Source: an optimization exercise on an open RTL-to-GDS flow (aim: small area). Production flows keep margins and buffers that such runs may drop. Only simulation tests tie the RTL to the original design; equivalence was not proved. Power is estimated from default activity; no workload was simulated.

==> flow/design.v <==
module decode_rf #(
  parameter int unsigned PEND_DEPTH = 4
) (
  input  logic        clk,
  input  logic        reset,
  input  logic        if_insn_valid,
  input  logic [31:0] if_insn,
  input  logic [63:0] if_pc,
  output logic        if_insn_retry,
  output logic        insn_valid,
  output logic [31:0] insn,
  output logic [63:0] pc,
  output logic [63:0] sign_ext,
  output logic [63:0] src1,
  output logic [63:0] src2,
  input  logic        insn_retry,
  input  logic        dest_valid,
  input  logic        dest_long,
  input  logic [63:0] dest
);
  localparam int unsigned PW = (PEND_DEPTH > 1) ? $clog2(PEND_DEPTH) : 1;
  localparam logic [6:0] OPC_LOAD     = 7'b0000011;
  localparam logic [6:0] OPC_OP_IMM   = 7'b0010011;
  localparam logic [6:0] OPC_AUIPC    = 7'b0010111;
  localparam logic [6:0] OPC_OP_IMM32 = 7'b0011011;
  localparam logic [6:0] OPC_STORE    = 7'b0100011;
  localparam logic [6:0] OPC_OP       = 7'b0110011;
  localparam logic [6:0] OPC_LUI      = 7'b0110111;
  localparam logic [6:0] OPC_OP32     = 7'b0111011;
  localparam logic [6:0] OPC_BRANCH   = 7'b1100011;
  localparam logic [6:0] OPC_JALR     = 7'b1100111;
  localparam logic [6:0] OPC_JAL      = 7'b1101111;
  logic [63:0]           rf_q [1:31];
  logic [63:0]           wbuf_q;
  logic [4:0]            wbuf_rd_q;
  logic                  fwd1_q, fwd2_q;
  logic [4:0]            pend_q [PEND_DEPTH];
  logic [PEND_DEPTH-1:0] pend_vld_q;
  logic [PW-1:0]         rd_ptr_q, wr_ptr_q;
  logic                  insn_valid_q;
  logic [31:0]           insn_q;
  logic [63:0]           pc_q;
  logic [4:0]  rs1, rs2, rd, pop_rd;
  logic [6:0]  opc;
  logic        writes_rd, pop, push, full, hazard, accept, hold;
  logic [63:0] wb_data;
  assign opc     = if_insn[6:0];
  assign rs1     = if_insn[19:15];
  assign rs2     = if_insn[24:20];
  assign rd      = if_insn[11:7];
  assign pop     = dest_valid && (|pend_vld_q);
  assign pop_rd  = pend_q[rd_ptr_q];
  assign wb_data = dest_long ? dest : {{32{dest[31]}}, dest[31:0]};
  assign full    = &pend_vld_q;
  always_comb begin
    case (opc)
      OPC_LOAD, OPC_OP_IMM, OPC_OP_IMM32, OPC_JALR,
      OPC_LUI, OPC_AUIPC, OPC_JAL, OPC_OP, OPC_OP32: writes_rd = (rd != 5'd0);
      default:                                       writes_rd = 1'b0;
    endcase
  end
  always_comb begin
    hazard = 1'b0;
    for (int unsigned k = 0; k < PEND_DEPTH; k++) begin
      if (pend_vld_q[k] && !(pop && rd_ptr_q == PW'(k))) begin
        if ((rs1 != 5'd0 && rs1 == pend_q[k]) ||
            (rs2 != 5'd0 && rs2 == pend_q[k]))
          hazard = 1'b1;
      end
    end
  end
  assign hold          = insn_valid_q && insn_retry;
  assign if_insn_retry = full || hazard || hold;
  assign accept        = if_insn_valid && !if_insn_retry;
  assign push          = accept && writes_rd;
  logic [4:0]  wbuf_rd_d;
  assign wbuf_rd_d = pop ? pop_rd : wbuf_rd_q;
  logic [31:1] rf_we;
  logic [63:0] rf_wd;
  always_comb begin
    for (int r = 1; r < 32; r++)
      rf_we[r] = reset || (pop && wbuf_rd_q == 5'(r));
    rf_wd = reset ? 64'd0 : wbuf_q;
  end
  always_ff @(posedge clk) begin
    if (reset) begin
      wbuf_rd_q    <= '0;
      pend_vld_q   <= '0;
      rd_ptr_q     <= '0;
      wr_ptr_q     <= '0;
      insn_valid_q <= 1'b0;
    end else begin
      if (pop) begin
        wbuf_rd_q              <= pop_rd;
        pend_vld_q[rd_ptr_q]   <= 1'b0;
        rd_ptr_q               <= rd_ptr_q + 1'b1;
      end
      if (push) begin
        pend_vld_q[wr_ptr_q] <= 1'b1;
        wr_ptr_q             <= wr_ptr_q + 1'b1;
      end
      insn_valid_q <= accept || hold;
    end
  end
  always_ff @(posedge clk) begin
    for (int r = 1; r < 32; r++)
      if (rf_we[r]) rf_q[r] <= rf_wd;
    if (pop) wbuf_q <= wb_data;
    if (push) pend_q[wr_ptr_q] <= rd;
    if (!hold) begin
      insn_q <= if_insn;
      pc_q   <= if_pc;
    end
    if (accept) begin
      fwd1_q <= (rs1 != 5'd0) && (rs1 == wbuf_rd_d);
      fwd2_q <= (rs2 != 5'd0) && (rs2 == wbuf_rd_d);
    end else if (pop) begin
      fwd1_q <= 1'b0;
      fwd2_q <= 1'b0;
    end
  end
  logic [4:0] ors1, ors2;
  logic       fwd1, fwd2;
  logic [31:1] sel1, sel2;
  assign ors1 = insn_q[19:15];
  assign ors2 = insn_q[24:20];
  assign fwd1 = fwd1_q;
  assign fwd2 = fwd2_q;
  always_comb begin
    for (int r = 1; r < 32; r++) begin
      sel1[r] = (ors1 == 5'(r)) && !fwd1;
      sel2[r] = (ors2 == 5'(r)) && !fwd2;
    end
  end
  logic [31:0] s1, s2;
  assign s1 = {sel1, fwd1};
  assign s2 = {sel2, fwd2};
  for (genvar b = 0; b < 64; b++) begin : g_rd
    logic [31:0] d;
    assign d[0] = wbuf_q[b];
    for (genvar r = 1; r < 32; r++) begin : g_d
      assign d[r] = rf_q[r][b];
    end
    drf_rd_bit u_rd1 (.d(d), .s(s1), .y(src1[b]));
    drf_rd_bit u_rd2 (.d(d), .s(s2), .y(src2[b]));
  end
  logic [31:0] oi;
  assign oi = insn_q;
  always_comb begin
    case (oi[6:0])
      OPC_LOAD, OPC_OP_IMM, OPC_OP_IMM32, OPC_JALR:
        sign_ext = {{52{oi[31]}}, oi[31:20]};
      OPC_STORE:
        sign_ext = {{52{oi[31]}}, oi[31:25], oi[11:7]};
      OPC_BRANCH:
        sign_ext = {{51{oi[31]}}, oi[31], oi[7], oi[30:25], oi[11:8], 1'b0};
      OPC_LUI, OPC_AUIPC:
        sign_ext = {{32{oi[31]}}, oi[31:12], 12'h000};
      OPC_JAL:
        sign_ext = {{43{oi[31]}}, oi[31], oi[19:12], oi[20], oi[30:21], 1'b0};
      default:
        sign_ext = '0;
    endcase
  end
  assign insn_valid = insn_valid_q;
  assign insn       = insn_q;
  assign pc         = pc_q;
endmodule
module drf_rd_bit (
  input  logic [31:0] d,
  input  logic [31:0] s,
  output logic        y
);
  logic [9:0] n;
  for (genvar g = 0; g < 10; g++) begin : g_aoi
    drf_aoi222 u_aoi (.a1(d[3*g]), .a2(s[3*g]), .b1(d[3*g+1]), .b2(s[3*g+1]),
                      .c1(d[3*g+2]), .c2(s[3*g+2]), .y(n[g]));
  end
  logic p0, p1, p2, q;
  drf_nand4 u_n0 (.a(n[0]), .b(n[1]), .c(n[2]), .d(n[3]), .y(p0));
  drf_nand4 u_n1 (.a(n[4]), .b(n[5]), .c(n[6]), .d(n[7]), .y(p1));
  drf_nand2 u_n2 (.a(n[8]), .b(n[9]), .y(q));
  drf_ao221 u_ao (.a1(d[30]), .a2(s[30]), .b1(d[31]), .b2(s[31]), .c(q), .y(p2));
  drf_or3   u_o  (.a(p0), .b(p1), .c(p2), .y(y));
endmodule
module drf_aoi222 (
  input  logic a1, a2, b1, b2, c1, c2,
  output logic y
);
  assign y = ~((a1 & a2) | (b1 & b2) | (c1 & c2));
endmodule
module drf_ao221 (
  input  logic a1, a2, b1, b2, c,
  output logic y
);
  assign y = (a1 & a2) | (b1 & b2) | c;
endmodule
module drf_nand2 (
  input  logic a, b,
  output logic y
);
  assign y = ~(a & b);
endmodule
module drf_nand4 (
  input  logic a, b, c, d,
  output logic y
);
  assign y = ~(a & b & c & d);
endmodule
module drf_or3 (
  input  logic a, b, c,
  output logic y
);
  assign y = a | b | c;
endmodule
clock: 6.0 ns
lec_check: 0
cap_margin: 20
core_margin: 2
core_utilization: 52
slew_margin: 20
synth_hierarchical: 1
standard.sh (not shown) runs the stock make flow with config.mk's settings and CLKGATE_MAP_FILE= SYNTH_SCRIPT=/design/flow/synth_recipe.tcl, a recipe that flattens the netlist after the stock synthesis.
==> flow/flow/run.sh <==
#!/bin/bash
set -euo pipefail
export BUFFER_PORTS_ARGS="-buffer_cell sky130_fd_sc_hd__buf_1"
export CTS_ARGS="-sink_clustering_enable -repair_clock_nets -dont_use_dummy_load -buf_list {sky130_fd_sc_hd__clkbuf_16} -sink_clustering_size 26 -sink_clustering_max_diameter 120"
bash standard.sh finish > flow_make.log 2>&1
The baseline produced a clean layout.
Then changed:
--- a/flow/design.v
+++ b/flow/design.v
@@ -19,5 +19,4 @@
   input  logic [63:0] dest
 );
-  localparam int unsigned PW = (PEND_DEPTH > 1) ? $clog2(PEND_DEPTH) : 1;
   localparam logic [6:0] OPC_LOAD     = 7'b0000011;
   localparam logic [6:0] OPC_OP_IMM   = 7'b0010011;
@@ -37,5 +36,5 @@
   logic [4:0]            pend_q [PEND_DEPTH];
   logic [PEND_DEPTH-1:0] pend_vld_q;
-  logic [PW-1:0]         rd_ptr_q, wr_ptr_q;
+  logic [PEND_DEPTH-1:0] rd_oh_q, wr_oh_q;    
   logic                  insn_valid_q;
   logic [31:0]           insn_q;
@@ -50,5 +49,9 @@
   assign rd      = if_insn[11:7];
   assign pop     = dest_valid && (|pend_vld_q);
-  assign pop_rd  = pend_q[rd_ptr_q];
+  always_comb begin
+    pop_rd = '0;
+    for (int unsigned k = 0; k < PEND_DEPTH; k++)
+      if (rd_oh_q[k]) pop_rd = pop_rd | pend_q[k];
+  end
   assign wb_data = dest_long ? dest : {{32{dest[31]}}, dest[31:0]};
   assign full    = &pend_vld_q;
@@ -63,5 +66,5 @@
     hazard = 1'b0;
     for (int unsigned k = 0; k < PEND_DEPTH; k++) begin
-      if (pend_vld_q[k] && !(pop && rd_ptr_q == PW'(k))) begin
+      if (pend_vld_q[k] && !(pop && rd_oh_q[k])) begin
         if ((rs1 != 5'd0 && rs1 == pend_q[k]) ||
             (rs2 != 5'd0 && rs2 == pend_q[k]))
@@ -87,17 +90,17 @@
       wbuf_rd_q    <= '0;
       pend_vld_q   <= '0;
-      rd_ptr_q     <= '0;
-      wr_ptr_q     <= '0;
+      rd_oh_q      <= PEND_DEPTH'(1);
+      wr_oh_q      <= PEND_DEPTH'(1);
       insn_valid_q <= 1'b0;
     end else begin
       if (pop) begin
         wbuf_rd_q              <= pop_rd;
-        pend_vld_q[rd_ptr_q]   <= 1'b0;
-        rd_ptr_q               <= rd_ptr_q + 1'b1;
+        rd_oh_q                <= {rd_oh_q[PEND_DEPTH-2:0], rd_oh_q[PEND_DEPTH-1]};
       end
       if (push) begin
-        pend_vld_q[wr_ptr_q] <= 1'b1;
-        wr_ptr_q             <= wr_ptr_q + 1'b1;
+        wr_oh_q              <= {wr_oh_q[PEND_DEPTH-2:0], wr_oh_q[PEND_DEPTH-1]};
       end
+      pend_vld_q   <= (pend_vld_q & ~({PEND_DEPTH{pop}} & rd_oh_q))
+                      | ({PEND_DEPTH{push}} & wr_oh_q);
       insn_valid_q <= accept || hold;
     end
@@ -107,5 +110,6 @@
       if (rf_we[r]) rf_q[r] <= rf_wd;
     if (pop) wbuf_q <= wb_data;
-    if (push) pend_q[wr_ptr_q] <= rd;
+    for (int unsigned k = 0; k < PEND_DEPTH; k++)
+      if (push && wr_oh_q[k]) pend_q[k] <= rd;
     if (!hold) begin
       insn_q <= if_insn;
Outcome:
- The changed run produced a clean layout
- combinational power barely changes
- utilization grows by 0.34 points
- non-clock buffer count grows by 30
- wire length grows by about 1.2%
- fmax shrinks by about 1.3%
- synthesized cell count shrinks by 0.74%
- design area barely changes
- total power barely changes
- setup slack got worse by 0.074 ns
- global-route usage grows by 0.38 points
- cell count stays flat
- sequential power hardly moves

[re-timing with driven ports]
Ports are ideal in the flow. The routed layouts listed here were re-timed in OpenROAD.
Step 1 sets driving cells, clkbuf_16 on the clock port and buf_2 on the other inputs (assumed; they add their load-dependent delay and slew).
Step 2 times the ports against the registers' clock, not the clock port: input delays grow and output delays shrink by t, the midpoint of the rising clock arrivals with the driver on.
Slacks: ideal / step 1 / step 2; pairs: ideal / step 1.
run	shift t [ns]	setup WS [ns]	worst data-port slew with drivers (ns)	cell pins on the clock port's net
the first run	0.847	0.442 / 0.345 / 1.192	0.14	1
the second run	0.832	0.368 / 0.278 / 1.110	0.08	1
After both steps setup and hold are still met in every run listed.
